This design comes from an exercise in tuning for small area on the open sky130 flow, not from production work. Only simulation tests tie the RTL to the original design; equivalence was not proved.

==> amber: inputs <==
==> flow/design.v <==
module iot_filter_param #(
    parameter int IN_W  = 8,
    parameter int BEATS = 16,
    parameter int WORDS = 8
) (
    input  logic                     clk,
    input  logic                     rst,
    input  logic                     in_en,
    input  logic [IN_W-1:0]          iot_in,
    input  logic [2:0]               fn_sel,
    input  logic [IN_W*BEATS-1:0]    lo_bound,
    input  logic [IN_W*BEATS-1:0]    hi_bound,
    output logic                     busy,
    output logic                     valid,
    output logic [IN_W*BEATS-1:0]    iot_out
);
    localparam int WORD_W = IN_W * BEATS;
    localparam int LOG2W  = $clog2(WORDS);
    localparam int BCW    = $clog2(BEATS);
    logic              busy_r;
    logic              valid_r;
    logic [BCW-1:0]    beat_cnt;
    logic [LOG2W-1:0]  word_cnt;
    logic [2:0]        fn;
    logic              peak_vld;
    logic              chg;
    logic              ag, al, bg, bl;
    logic [WORD_W-1:0] acc;
    logic [LOG2W-1:0]  ext;
    logic [LOG2W-1:0]  lowp;
    logic [WORD_W-1:0] lo;
    logic [WORD_W-1:0] hi;
    logic [BEATS-1:0]  cy;      
    logic              accept, rs, beat0, beatl;
    logic [2:0]        fn_e;
    logic              fold_now, fold_e;
    logic              is_max, is_min, is_avg, is_ext, is_rnd, force_b;
    logic [IN_W-1:0]   lo_b, hi_b, at, bt;
    logic              ag0, al0, bg0, bl0, eqa, eqb;
    logic              ag_n, al_n, bg_n, bl_n;
    logic              take;
    logic [IN_W-1:0]   addb;
    logic [IN_W:0]     sum;
    logic [LOG2W:0]    sum_lo;
    logic [IN_W-1:0]   nbyte;
    assign accept   = in_en && !busy_r;
    assign beat0    = (beat_cnt == '0);
    assign beatl    = (beat_cnt == BCW'(BEATS - 1));
    assign rs       = beat0 && (word_cnt == '0);
    assign fold_now = peak_vld && (fn_sel == fn);
    assign fn_e     = rs ? fn_sel : fn;
    assign fold_e   = rs ? fold_now : peak_vld;
    assign is_max   = (fn_e == 3'd1) || (fn_e == 3'd6);
    assign is_min   = (fn_e == 3'd2) || (fn_e == 3'd7);
    assign is_avg   = (fn_e == 3'd3);
    assign is_ext   = (fn_e[2:1] == 2'b10);
    assign is_rnd   = is_max || is_min || is_avg;
    assign force_b  = is_rnd && !fold_e && (word_cnt == '0);
    logic [BEATS-1:0] bsel;
    always_comb begin
        bsel = '0;
        bsel[beat_cnt] = 1'b1;
        lo_b = rs ? lo_bound[WORD_W-1 -: IN_W] : '0;
        hi_b = rs ? hi_bound[WORD_W-1 -: IN_W] : '0;
        for (int k = 0; k < BEATS; k++) begin
            lo_b = lo_b | ({IN_W{bsel[k] && !rs}} & lo[WORD_W-1-IN_W*k -: IN_W]);
            hi_b = hi_b | ({IN_W{bsel[k] && !rs}} & hi[WORD_W-1-IN_W*k -: IN_W]);
        end
    end
    assign at   = is_ext ? lo_b : acc[WORD_W-1 -: IN_W];
    assign bt   = hi_b;
    assign ag0  = !beat0 && ag;
    assign al0  = !beat0 && al;
    assign bg0  = !beat0 && bg;
    assign bl0  = !beat0 && bl;
    assign eqa  = !ag0 && !al0;
    assign eqb  = !bg0 && !bl0;
    assign ag_n = ag0 || (eqa && (iot_in > at));
    assign al_n = al0 || (eqa && (iot_in < at));
    assign bg_n = bg0 || (eqb && (iot_in > bt));
    assign bl_n = bl0 || (eqb && (iot_in < bt));
    assign take  = !is_rnd || force_b || (is_max && ag_n) || (is_min && al_n);
    assign addb   = {(beat0 ? {LOG2W{1'b0}} : lowp), iot_in[IN_W-1:LOG2W]};
    assign sum    = (force_b ? {IN_W{1'b0}} : at) + addb + (!force_b && hi_b[0]);
    assign sum_lo = (force_b ? {LOG2W{1'b0}} : ext) + iot_in[LOG2W-1:0];
    assign nbyte  = is_avg ? sum[IN_W-1:0] : (take ? iot_in : at);
    always_ff @(posedge clk) begin
        if (rst) begin
            busy_r   <= 1'b0;
            valid_r  <= 1'b0;
            beat_cnt <= '0;
            word_cnt <= '0;
            peak_vld <= 1'b0;
        end else begin
            busy_r  <= accept && beatl;
            valid_r <= 1'b0;
            if (accept) begin
                beat_cnt <= beat_cnt + 1'b1;
                if (rs && fn_sel != fn) peak_vld <= 1'b0;
            end
            if (busy_r) begin
                word_cnt <= word_cnt + 1'b1;
                if (fn == 3'd4)
                    valid_r <= ag && bl;
                else if (fn == 3'd5)
                    valid_r <= al || bg;
                else if (word_cnt == LOG2W'(WORDS - 1) && fn != 3'd0)
                    valid_r <= chg;
                if (word_cnt == LOG2W'(WORDS - 1) && fn[2:1] == 2'b11)
                    peak_vld <= 1'b1;
            end
        end
    end
    always_ff @(posedge clk) begin
        if (accept) begin
            ag   <= ag_n;
            al   <= al_n;
            bg   <= bg_n;
            bl   <= bl_n;
            chg  <= (rs ? !fold_now : chg) || (is_max && ag_n) || (is_min && al_n);
            acc  <= {acc[WORD_W-IN_W-1:0], nbyte};
            lowp <= iot_in[LOG2W-1:0];
            if (!rs && is_avg) begin
                for (int q = 0; q < BEATS - 1; q++)
                    if (beat_cnt == BCW'(q + 1)) hi[IN_W*(BEATS-1-q)] <= sum[IN_W];
                if (beatl) hi[0] <= sum_lo[LOG2W];
            end
            if (beatl)
                ext <= sum_lo[LOG2W-1:0];
            if (rs) begin
                fn     <= fn_sel;
                lo     <= lo_bound;
                hi     <= hi_bound;
            end
        end
    end
    localparam int RA = 5;
    localparam int RB = 10;
    logic [BEATS:0]    bc;       
    logic [BEATS:0]    bo;       
    logic              bcr_a, bcr_b;
    logic [BEATS-1:0]  bg_g, bg_p;
    for (genvar k = 0; k < BEATS; k++) begin : g_cy
        assign cy[k] = hi[IN_W*k] && (fn == 3'd3);
    end
    logic [WORD_W-1:0] tot;
    for (genvar k = 0; k < BEATS; k++) begin : g_gp
        logic [IN_W-1:0] a;
        assign a       = acc[k*IN_W +: IN_W];
        assign bg_g[k] = a[0] & cy[k] & (&a[IN_W-1:1]);
        assign bg_p[k] = (a[0] | cy[k]) & (&a[IN_W-1:1]);
    end
    assign bc[0] = 1'b0;
    assign bo[0] = 1'b0;
    for (genvar k = 0; k < BEATS; k++) begin : g_bc
        assign bc[k+1] = bg_g[k] | (bg_p[k] & bc[k]);
        if (k + 1 == RA)
            assign bo[k+1] = bcr_a;
        else if (k + 1 == RB)
            assign bo[k+1] = bcr_b;
        else
            assign bo[k+1] = bg_g[k] | (bg_p[k] & bo[k]);
    end
    always_ff @(posedge clk) begin
        bcr_a <= bc[RA];
        bcr_b <= bc[RB];
    end
    for (genvar k = 0; k < BEATS; k++) begin : g_res
        logic [IN_W-1:0] a;
        logic [IN_W:0]   p;
        logic            c1;
        assign a    = acc[k*IN_W +: IN_W];
        assign c1   = (a[0] & cy[k]) | (bo[k] & (a[0] | cy[k]));
        assign tot[k*IN_W] = a[0] ^ cy[k] ^ bo[k];
        assign p[1] = 1'b1;
        for (genvar m = 1; m < IN_W; m++) begin : g_bit
            assign p[m+1] = p[m] & a[m];
            assign tot[k*IN_W+m] = a[m] ^ (c1 & p[m]);
        end
    end
    assign busy    = busy_r;
    assign valid   = valid_r;
    assign iot_out = valid_r ? tot : '0;
endmodule
==> flow/flow/run.sh <==
#!/bin/bash
# The standard ORFS layout (standard.sh, which keeps each step's log under
# orfs/logs/), with three changes:
#  - synthesis maps all the logic with the area-oriented ABC script in
#    flow/abc_area.script (run from a copy of ORFS's scripts folder; nothing else in it
#    differs), without first mapping adders to the platform's full/half adder cells
#    (ADDER_MAP_FILE empty); registers are mapped exactly as in the standard flow;
#  - buffer_ports puts the smallest buffer cell on every input and output port;
#  - the clock tree uses clkbuf_4 buffers on clusters of up to 9 registers and no
#    dummy loads.
set -euo pipefail
rm -rf orfs_scripts
cp -rp "$FLOW_HOME/scripts" orfs_scripts
cp flow/abc_area.script orfs_scripts/abc_area.script
ADDER_MAP_FILE= SCRIPTS_DIR="$PWD/orfs_scripts" bash standard.sh synth > standard_synth.log 2>&1
export BUFFER_PORTS_ARGS="-buffer_cell sky130_fd_sc_hd__buf_1"
export CTS_ARGS="-sink_clustering_enable -repair_clock_nets -buf_list sky130_fd_sc_hd__clkbuf_4 -sink_clustering_size 9 -sink_clustering_max_diameter 50 -dont_use_dummy_load"
bash standard.sh > standard.log 2>&1
==> flow/flow/abc_area.script <==
strash
&get -n
&fraig -x
&put
scorr
dc2
dretime
strash
dch -f
amap -m
mfs3 -ae
topo
==> flow/standard.sh <==
#!/bin/bash
# synth_recipe.tcl (not shown) runs the flow's synth.tcl, then flattens the netlist and writes it again
# the make line also repeats each setting of config.mk as NAME=value (left out here)
make -C /OpenROAD-flow-scripts/flow DESIGN_CONFIG=/design/flow/config.mk WORK_HOME=/design/flow/orfs CLKGATE_MAP_FILE= SYNTH_SCRIPT=/design/flow/synth_recipe.tcl "${@:-finish}"
==> flow/config.mk <==
export PLATFORM = sky130hd
export DESIGN_NAME = iot_filter_param
export DESIGN_NICKNAME = iot_filter_param
export VERILOG_FILES = /design/flow/design.v
export SDC_FILE = /design/flow/constraint.sdc
export NUM_CORES = 4
export LEC_CHECK = 0
export ABC_AREA = 1
export CAP_MARGIN = 0
export CORE_MARGIN = 2
export CORE_UTILIZATION = 40
export PLACE_DENSITY = 0.6
export SLEW_MARGIN = 0
==> flow/constraint.sdc <==
create_clock -name core_clock -period 11.0 [get_ports {clk}]
set_input_delay 2.2000 -clock core_clock [delete_from_list [all_inputs] [get_ports {clk}]]
set_output_delay 2.2000 -clock core_clock [all_outputs]
set_load 0.01 [all_outputs]
==> lagoon: changes against amber <==
==> flow/design.v, changed modules only <==
module iot_filter_param #(
    parameter int IN_W  = 8,
    parameter int BEATS = 16,
    parameter int WORDS = 8
) (
    input  logic                     clk,
    input  logic                     rst,
    input  logic                     in_en,
    input  logic [IN_W-1:0]          iot_in,
    input  logic [2:0]               fn_sel,
    input  logic [IN_W*BEATS-1:0]    lo_bound,
    input  logic [IN_W*BEATS-1:0]    hi_bound,
    output logic                     busy,
    output logic                     valid,
    output logic [IN_W*BEATS-1:0]    iot_out
);
    localparam int WORD_W = IN_W * BEATS;
    localparam int LOG2W  = $clog2(WORDS);
    localparam int BCW    = $clog2(BEATS);
    logic              busy_r;
    logic              valid_r;
    logic [BCW-1:0]    beat_cnt;
    logic [LOG2W-1:0]  word_cnt;
    logic [2:0]        fn;
    logic              peak_vld;
    logic              chg;
    logic              ag, al, bg, bl;
    logic [WORD_W-1:0] acc;
    logic [LOG2W-1:0]  ext;
    logic [LOG2W-1:0]  lowp;
    logic [WORD_W-1:0] lo;
    logic [WORD_W-1:0] hi;
    logic [BEATS-1:0]  cy;
    logic              accept, rs, beat0, beatl;
    logic [2:0]        fn_e;
    logic              fold_now, fold_e;
    logic              is_max, is_min, is_avg, is_ext, is_rnd, force_b;
    logic [IN_W-1:0]   lo_b, hi_b, at, bt;
    logic              ag0, al0, bg0, bl0, eqa, eqb;
    logic              ag_n, al_n, bg_n, bl_n;
    logic              take;
    logic [IN_W-1:0]   addb;
    logic [IN_W:0]     sum;
    logic [LOG2W:0]    sum_lo;
    logic [IN_W-1:0]   nbyte;
    assign accept   = in_en && !busy_r;
    assign beat0    = (beat_cnt == '0);
    assign beatl    = (beat_cnt == BCW'(BEATS - 1));
    assign rs       = beat0 && (word_cnt == '0);
    assign fold_now = peak_vld && (fn_sel == fn);
    assign fn_e     = rs ? fn_sel : fn;
    assign fold_e   = rs ? fold_now : peak_vld;
    assign is_max   = (fn_e == 3'd1) || (fn_e == 3'd6);
    assign is_min   = (fn_e == 3'd2) || (fn_e == 3'd7);
    assign is_avg   = (fn_e == 3'd3);
    assign is_ext   = (fn_e[2:1] == 2'b10);
    assign is_rnd   = is_max || is_min || is_avg;
    assign force_b  = is_rnd && !fold_e && (word_cnt == '0);
    logic [BEATS-1:0] bsel;
    always_comb begin
        bsel = '0;
        bsel[beat_cnt] = 1'b1;
        lo_b = rs ? lo_bound[WORD_W-1 -: IN_W] : '0;
        hi_b = rs ? hi_bound[WORD_W-1 -: IN_W] : '0;
        for (int k = 0; k < BEATS; k++) begin
            lo_b = lo_b | ({IN_W{bsel[k] && !rs}} & lo[WORD_W-1-IN_W*k -: IN_W]);
            hi_b = hi_b | ({IN_W{bsel[k] && !rs}} & hi[WORD_W-1-IN_W*k -: IN_W]);
        end
    end
    assign at   = is_ext ? lo_b : acc[WORD_W-1 -: IN_W];
    assign bt   = hi_b;
    assign ag0  = !beat0 && ag;
    assign al0  = !beat0 && al;
    assign bg0  = !beat0 && bg;
    assign bl0  = !beat0 && bl;
    assign eqa  = !ag0 && !al0;
    assign eqb  = !bg0 && !bl0;
    assign ag_n = ag0 || (eqa && (iot_in > at));
    assign al_n = al0 || (eqa && (iot_in < at));
    assign bg_n = bg0 || (eqb && (iot_in > bt));
    assign bl_n = bl0 || (eqb && (iot_in < bt));
    assign take  = !is_rnd || force_b || (is_max && ag_n) || (is_min && al_n);
    assign addb   = {(beat0 ? {LOG2W{1'b0}} : lowp), iot_in[IN_W-1:LOG2W]};
    assign sum    = (force_b ? {IN_W{1'b0}} : at) + addb + (!force_b && cy[BEATS-1]);
    assign sum_lo = (force_b ? {LOG2W{1'b0}} : ext) + iot_in[LOG2W-1:0];
    assign nbyte  = is_avg ? sum[IN_W-1:0] : (take ? iot_in : at);
    always_ff @(posedge clk) begin
        if (rst) begin
            busy_r   <= 1'b0;
            valid_r  <= 1'b0;
            beat_cnt <= '0;
            word_cnt <= '0;
            peak_vld <= 1'b0;
        end else begin
            busy_r  <= accept && beatl;
            valid_r <= 1'b0;
            if (accept) begin
                beat_cnt <= beat_cnt + 1'b1;
                if (rs && fn_sel != fn) peak_vld <= 1'b0;
            end
            if (busy_r) begin
                word_cnt <= word_cnt + 1'b1;
                if (fn == 3'd4)
                    valid_r <= ag && bl;
                else if (fn == 3'd5)
                    valid_r <= al || bg;
                else if (word_cnt == LOG2W'(WORDS - 1) && fn != 3'd0)
                    valid_r <= chg;
                if (word_cnt == LOG2W'(WORDS - 1) && fn[2:1] == 2'b11)
                    peak_vld <= 1'b1;
            end
        end
    end
    always_ff @(posedge clk) begin
        if (accept) begin
            ag   <= ag_n;
            al   <= al_n;
            bg   <= bg_n;
            bl   <= bl_n;
            chg  <= (rs ? !fold_now : chg) || (is_max && ag_n) || (is_min && al_n);
            acc  <= {acc[WORD_W-IN_W-1:0], nbyte};
            lowp <= iot_in[LOG2W-1:0];
            cy   <= {cy[BEATS-2:1], cy[0] || (is_avg && !beat0 && sum[IN_W]),
                     is_avg && beatl && sum_lo[LOG2W]};
            if (beatl)
                ext <= sum_lo[LOG2W-1:0];
            if (rs) begin
                fn     <= fn_sel;
                lo     <= lo_bound;
                hi     <= hi_bound;
            end
        end
    end
    logic [BEATS:0]    bc;
    logic [BEATS-1:0]  bg_g, bg_p;
    logic [WORD_W-1:0] tot;
    for (genvar k = 0; k < BEATS; k++) begin : g_gp
        logic [IN_W-1:0] a;
        assign a       = acc[k*IN_W +: IN_W];
        assign bg_g[k] = a[0] & cy[k] & (&a[IN_W-1:1]);
        assign bg_p[k] = (a[0] | cy[k]) & (&a[IN_W-1:1]);
    end
    assign bc[0] = 1'b0;
    for (genvar k = 0; k < BEATS; k++) begin : g_bc
        assign bc[k+1] = bg_g[k] | (bg_p[k] & bc[k]);
    end
    for (genvar k = 0; k < BEATS; k++) begin : g_res
        logic [IN_W-1:0] a;
        logic [IN_W:0]   p;
        logic            c1;
        assign a    = acc[k*IN_W +: IN_W];
        assign c1   = (a[0] & cy[k]) | (bc[k] & (a[0] | cy[k]));
        assign tot[k*IN_W] = a[0] ^ cy[k] ^ bc[k];
        assign p[1] = 1'b1;
        for (genvar m = 1; m < IN_W; m++) begin : g_bit
            assign p[m+1] = p[m] & a[m];
            assign tot[k*IN_W+m] = a[m] ^ (c1 & p[m]);
        end
    end
    assign busy    = busy_r;
    assign valid   = valid_r;
    assign iot_out = valid_r ? tot : '0;
endmodule
==> flow/flow/run.sh (replaced) <==
#!/bin/bash
# The standard ORFS layout (standard.sh, which keeps each step's log under
# orfs/logs/), with three changes:
#  - synthesis maps the logic with the area-oriented ABC script in flow/abc_area.script
#    (run from a copy of ORFS's scripts folder; nothing else in it differs);
#  - buffer_ports puts the smallest buffer cell on every input and output port;
#  - the clock tree uses clkbuf_4 buffers on clusters of up to 10 registers and no
#    dummy loads.
set -euo pipefail
rm -rf orfs_scripts
cp -rp "$FLOW_HOME/scripts" orfs_scripts
cp flow/abc_area.script orfs_scripts/abc_area.script
SCRIPTS_DIR="$PWD/orfs_scripts" bash standard.sh synth > standard_synth.log 2>&1
export BUFFER_PORTS_ARGS="-buffer_cell sky130_fd_sc_hd__buf_1"
export CTS_ARGS="-sink_clustering_enable -repair_clock_nets -buf_list sky130_fd_sc_hd__clkbuf_4 -sink_clustering_size 10 -sink_clustering_max_diameter 50 -dont_use_dummy_load"
bash standard.sh > standard.log 2>&1
--- a/flow/config.mk
+++ b/flow/config.mk
@@ -9,5 +9,5 @@
 export CAP_MARGIN = 0
 export CORE_MARGIN = 2
-export CORE_UTILIZATION = 40
-export PLACE_DENSITY = 0.6
+export CORE_UTILIZATION = 60
+export PLACE_DENSITY = 0.75
 export SLEW_MARGIN = 0
==> willow: changes against amber <==
--- a/flow/design.v
+++ b/flow/design.v
@@ -31,5 +31,5 @@
     logic [WORD_W-1:0] lo;
     logic [WORD_W-1:0] hi;
-    logic [BEATS-1:0]  cy;      
+    logic [BEATS-1:0]  cy;
     logic              accept, rs, beat0, beatl;
     logic [2:0]        fn_e;
@@ -82,5 +82,5 @@
     assign take  = !is_rnd || force_b || (is_max && ag_n) || (is_min && al_n);
     assign addb   = {(beat0 ? {LOG2W{1'b0}} : lowp), iot_in[IN_W-1:LOG2W]};
-    assign sum    = (force_b ? {IN_W{1'b0}} : at) + addb + (!force_b && hi_b[0]);
+    assign sum    = (force_b ? {IN_W{1'b0}} : at) + addb + (!force_b && cy[BEATS-1]);
     assign sum_lo = (force_b ? {LOG2W{1'b0}} : ext) + iot_in[LOG2W-1:0];
     assign nbyte  = is_avg ? sum[IN_W-1:0] : (take ? iot_in : at);
@@ -121,9 +121,6 @@
             acc  <= {acc[WORD_W-IN_W-1:0], nbyte};
             lowp <= iot_in[LOG2W-1:0];
-            if (!rs && is_avg) begin
-                for (int q = 0; q < BEATS - 1; q++)
-                    if (beat_cnt == BCW'(q + 1)) hi[IN_W*(BEATS-1-q)] <= sum[IN_W];
-                if (beatl) hi[0] <= sum_lo[LOG2W];
-            end
+            cy   <= {cy[BEATS-2:1], cy[0] || (is_avg && !beat0 && sum[IN_W]),
+                     is_avg && beatl && sum_lo[LOG2W]};
             if (beatl)
                 ext <= sum_lo[LOG2W-1:0];
@@ -141,7 +138,4 @@
     logic              bcr_a, bcr_b;
     logic [BEATS-1:0]  bg_g, bg_p;
-    for (genvar k = 0; k < BEATS; k++) begin : g_cy
-        assign cy[k] = hi[IN_W*k] && (fn == 3'd3);
-    end
     logic [WORD_W-1:0] tot;
     for (genvar k = 0; k < BEATS; k++) begin : g_gp
==> flow/flow/run.sh (replaced) <==
#!/bin/bash
# The standard ORFS layout (standard.sh, which keeps each step's log under
# orfs/logs/), with three changes:
#  - synthesis maps the logic with the area-oriented ABC script in flow/abc_area.script
#    (run from a copy of ORFS's scripts folder; nothing else in it differs);
#  - buffer_ports puts the smallest buffer cell on every input and output port;
#  - the clock tree uses clkbuf_4 buffers on clusters of up to 10 registers and no
#    dummy loads.
set -euo pipefail
rm -rf orfs_scripts
cp -rp "$FLOW_HOME/scripts" orfs_scripts
cp flow/abc_area.script orfs_scripts/abc_area.script
ADDER_MAP_FILE= SCRIPTS_DIR="$PWD/orfs_scripts" bash standard.sh synth > standard_synth.log 2>&1
export BUFFER_PORTS_ARGS="-buffer_cell sky130_fd_sc_hd__buf_1"
export CTS_ARGS="-sink_clustering_enable -repair_clock_nets -buf_list sky130_fd_sc_hd__clkbuf_4 -sink_clustering_size 10 -sink_clustering_max_diameter 50 -dont_use_dummy_load"
bash standard.sh > standard.log 2>&1
==> nickel: changes against amber <==
==> flow/design.v, changed modules only <==
module iot_filter_param #(
    parameter int IN_W  = 8,
    parameter int BEATS = 16,
    parameter int WORDS = 8
) (
    input  logic                     clk,
    input  logic                     rst,
    input  logic                     in_en,
    input  logic [IN_W-1:0]          iot_in,
    input  logic [2:0]               fn_sel,
    input  logic [IN_W*BEATS-1:0]    lo_bound,
    input  logic [IN_W*BEATS-1:0]    hi_bound,
    output logic                     busy,
    output logic                     valid,
    output logic [IN_W*BEATS-1:0]    iot_out
);
    localparam int WORD_W = IN_W * BEATS;
    localparam int LOG2W  = $clog2(WORDS);
    localparam int BCW    = $clog2(BEATS);
    logic              busy_r;
    logic              valid_r;
    logic [BCW-1:0]    beat_cnt;
    logic [LOG2W-1:0]  word_cnt;
    logic [2:0]        fn;
    logic              peak_vld;
    logic              chg;
    logic              ag, al, bg, bl;
    logic [WORD_W-1:0] acc;
    logic [LOG2W-1:0]  ext;
    logic [LOG2W-1:0]  lowp;
    logic [WORD_W-1:0] lo;
    logic [WORD_W-1:0] hi;
    logic [BEATS-1:0]  cy;
    logic              accept, rs, beat0, beatl;
    logic [2:0]        fn_e;
    logic              fold_now, fold_e;
    logic              is_max, is_min, is_avg, is_ext, is_rnd, force_b;
    logic [IN_W-1:0]   lo_b, hi_b, at, bt;
    logic              ag0, al0, bg0, bl0, eqa, eqb;
    logic              ag_n, al_n, bg_n, bl_n;
    logic              take;
    logic [IN_W-1:0]   addb;
    logic [IN_W:0]     sum;
    logic [LOG2W:0]    sum_lo;
    logic [IN_W-1:0]   nbyte;
    assign accept   = in_en && !busy_r;
    assign beat0    = (beat_cnt == '0);
    assign beatl    = (beat_cnt == BCW'(BEATS - 1));
    assign rs       = beat0 && (word_cnt == '0);
    assign fold_now = peak_vld && (fn_sel == fn);
    assign fn_e     = rs ? fn_sel : fn;
    assign fold_e   = rs ? fold_now : peak_vld;
    assign is_max   = (fn_e == 3'd1) || (fn_e == 3'd6);
    assign is_min   = (fn_e == 3'd2) || (fn_e == 3'd7);
    assign is_avg   = (fn_e == 3'd3);
    assign is_ext   = (fn_e[2:1] == 2'b10);
    assign is_rnd   = is_max || is_min || is_avg;
    assign force_b  = is_rnd && !fold_e && (word_cnt == '0);
    logic [BEATS-1:0] bsel;
    always_comb begin
        bsel = '0;
        bsel[beat_cnt] = 1'b1;
        lo_b = rs ? lo_bound[WORD_W-1 -: IN_W] : '0;
        hi_b = rs ? hi_bound[WORD_W-1 -: IN_W] : '0;
        for (int k = 0; k < BEATS; k++) begin
            lo_b = lo_b | ({IN_W{bsel[k] && !rs}} & lo[WORD_W-1-IN_W*k -: IN_W]);
            hi_b = hi_b | ({IN_W{bsel[k] && !rs}} & hi[WORD_W-1-IN_W*k -: IN_W]);
        end
    end
    assign at   = is_ext ? lo_b : acc[WORD_W-1 -: IN_W];
    assign bt   = hi_b;
    assign ag0  = !beat0 && ag;
    assign al0  = !beat0 && al;
    assign bg0  = !beat0 && bg;
    assign bl0  = !beat0 && bl;
    assign eqa  = !ag0 && !al0;
    assign eqb  = !bg0 && !bl0;
    assign ag_n = ag0 || (eqa && (iot_in > at));
    assign al_n = al0 || (eqa && (iot_in < at));
    assign bg_n = bg0 || (eqb && (iot_in > bt));
    assign bl_n = bl0 || (eqb && (iot_in < bt));
    assign take  = !is_rnd || force_b || (is_max && ag_n) || (is_min && al_n);
    assign addb   = {(beat0 ? {LOG2W{1'b0}} : lowp), iot_in[IN_W-1:LOG2W]};
    assign sum    = (force_b ? {IN_W{1'b0}} : at) + addb + (!force_b && cy[BEATS-1]);
    assign sum_lo = (force_b ? {LOG2W{1'b0}} : ext) + iot_in[LOG2W-1:0];
    assign nbyte  = is_avg ? sum[IN_W-1:0] : (take ? iot_in : at);
    always_ff @(posedge clk) begin
        if (rst) begin
            busy_r   <= 1'b0;
            valid_r  <= 1'b0;
            beat_cnt <= '0;
            word_cnt <= '0;
            peak_vld <= 1'b0;
        end else begin
            busy_r  <= accept && beatl;
            valid_r <= 1'b0;
            if (accept) begin
                beat_cnt <= beat_cnt + 1'b1;
                if (rs && fn_sel != fn) peak_vld <= 1'b0;
            end
            if (busy_r) begin
                word_cnt <= word_cnt + 1'b1;
                if (fn == 3'd4)
                    valid_r <= ag && bl;
                else if (fn == 3'd5)
                    valid_r <= al || bg;
                else if (word_cnt == LOG2W'(WORDS - 1) && fn != 3'd0)
                    valid_r <= chg;
                if (word_cnt == LOG2W'(WORDS - 1) && fn[2:1] == 2'b11)
                    peak_vld <= 1'b1;
            end
        end
    end
    always_ff @(posedge clk) begin
        if (accept) begin
            ag   <= ag_n;
            al   <= al_n;
            bg   <= bg_n;
            bl   <= bl_n;
            chg  <= (rs ? !fold_now : chg) || (is_max && ag_n) || (is_min && al_n);
            acc  <= {acc[WORD_W-IN_W-1:0], nbyte};
            lowp <= iot_in[LOG2W-1:0];
            cy   <= {cy[BEATS-2:1], cy[0] || (is_avg && !beat0 && sum[IN_W]),
                     is_avg && beatl && sum_lo[LOG2W]};
            if (beatl)
                ext <= sum_lo[LOG2W-1:0];
            if (rs) begin
                fn     <= fn_sel;
                lo     <= lo_bound;
                hi     <= hi_bound;
            end
        end
    end
    logic [BEATS:0]    bc;
    logic [BEATS-1:0]  bg_g, bg_p;
    logic [WORD_W-1:0] tot;
    for (genvar k = 0; k < BEATS; k++) begin : g_gp
        logic [IN_W-1:0] a;
        assign a       = acc[k*IN_W +: IN_W];
        assign bg_g[k] = a[0] & cy[k] & (&a[IN_W-1:1]);
        assign bg_p[k] = (a[0] | cy[k]) & (&a[IN_W-1:1]);
    end
    assign bc[0] = 1'b0;
    for (genvar k = 0; k < BEATS; k++) begin : g_bc
        assign bc[k+1] = bg_g[k] | (bg_p[k] & bc[k]);
    end
    for (genvar k = 0; k < BEATS; k++) begin : g_res
        logic [IN_W-1:0] a;
        logic [IN_W:0]   p;
        logic            c1;
        assign a    = acc[k*IN_W +: IN_W];
        assign c1   = (a[0] & cy[k]) | (bc[k] & (a[0] | cy[k]));
        assign tot[k*IN_W] = a[0] ^ cy[k] ^ bc[k];
        assign p[1] = 1'b1;
        for (genvar m = 1; m < IN_W; m++) begin : g_bit
            assign p[m+1] = p[m] & a[m];
            assign tot[k*IN_W+m] = a[m] ^ (c1 & p[m]);
        end
    end
    assign busy    = busy_r;
    assign valid   = valid_r;
    assign iot_out = valid_r ? tot : '0;
endmodule
==> flow/flow/run.sh (replaced) <==
#!/bin/bash
# The standard ORFS layout (standard.sh, which keeps each step's log under
# orfs/logs/), with three changes:
#  - synthesis maps the logic with the area-oriented ABC script in flow/abc_area.script
#    (run from a copy of ORFS's scripts folder; nothing else in it differs);
#  - buffer_ports puts the smallest buffer cell on every input and output port;
#  - the clock tree uses clkbuf_8 buffers on clusters of up to 16 registers and no
#    dummy loads.
set -euo pipefail
rm -rf orfs_scripts
cp -rp "$FLOW_HOME/scripts" orfs_scripts
cp flow/abc_area.script orfs_scripts/abc_area.script
SCRIPTS_DIR="$PWD/orfs_scripts" bash standard.sh synth > standard_synth.log 2>&1
export BUFFER_PORTS_ARGS="-buffer_cell sky130_fd_sc_hd__buf_1"
export CTS_ARGS="-sink_clustering_enable -repair_clock_nets -buf_list sky130_fd_sc_hd__clkbuf_4 -sink_clustering_size 10 -sink_clustering_max_diameter 50 -dont_use_dummy_load"
bash standard.sh > standard.log 2>&1
==> comparison <==
- Non-clock buffer count: willow is lower than amber (9).
- Of lagoon and amber, amber has the higher first-iteration DRC count (gap about 4.4%, measured against amber).
- lagoon produced a clean layout. willow ran to the end with no violations. amber went through all stages and came out clean. nickel went through all stages and came out clean.
- Via count: willow < nickel < lagoon < amber.
- Hold slack: lagoon < nickel < willow < amber.
- In lagoon the sequential cell count is higher than in amber, by 14.

==> re-timing with driven ports <==
Ports are ideal in the flow. The routed layouts listed here were re-timed in OpenROAD. Step 1 (the two cells are an assumption about what drives the block):
set clk [get_ports {clk}]
set_driving_cell -lib_cell sky130_fd_sc_hd__clkbuf_16 $clk
set_driving_cell -lib_cell sky130_fd_sc_hd__buf_2 [delete_from_list [all_inputs] $clk]
Step 2 moves the port delays by t, midway between the first and last clock arrival at a register: inputs arrive t later, outputs are due t later. That takes back most of the time a late clock gives input paths. a / b / c = no drivers / after step 1 / after step 2; a / b = the first two.
run | t, ns | setup slack, ns | hold slack, ns | pins driven straight from the clock port
amber | 0.816 | 0.837 / 0.786 / 1.602 | 0.470 / 0.470 / 0.470 | 1
lagoon | 0.729 | 0.958 / 0.911 / 1.640 | 0.445 / 0.445 / 0.445 | 1
willow | 0.829 | 0.946 / 0.894 / 1.722 | 0.466 / 0.466 / 0.466 | 1
nickel | 0.800 | 0.938 / 0.886 / 1.687 | 0.446 / 0.446 / 0.446 | 1
After both steps setup and hold are still met in every run listed.
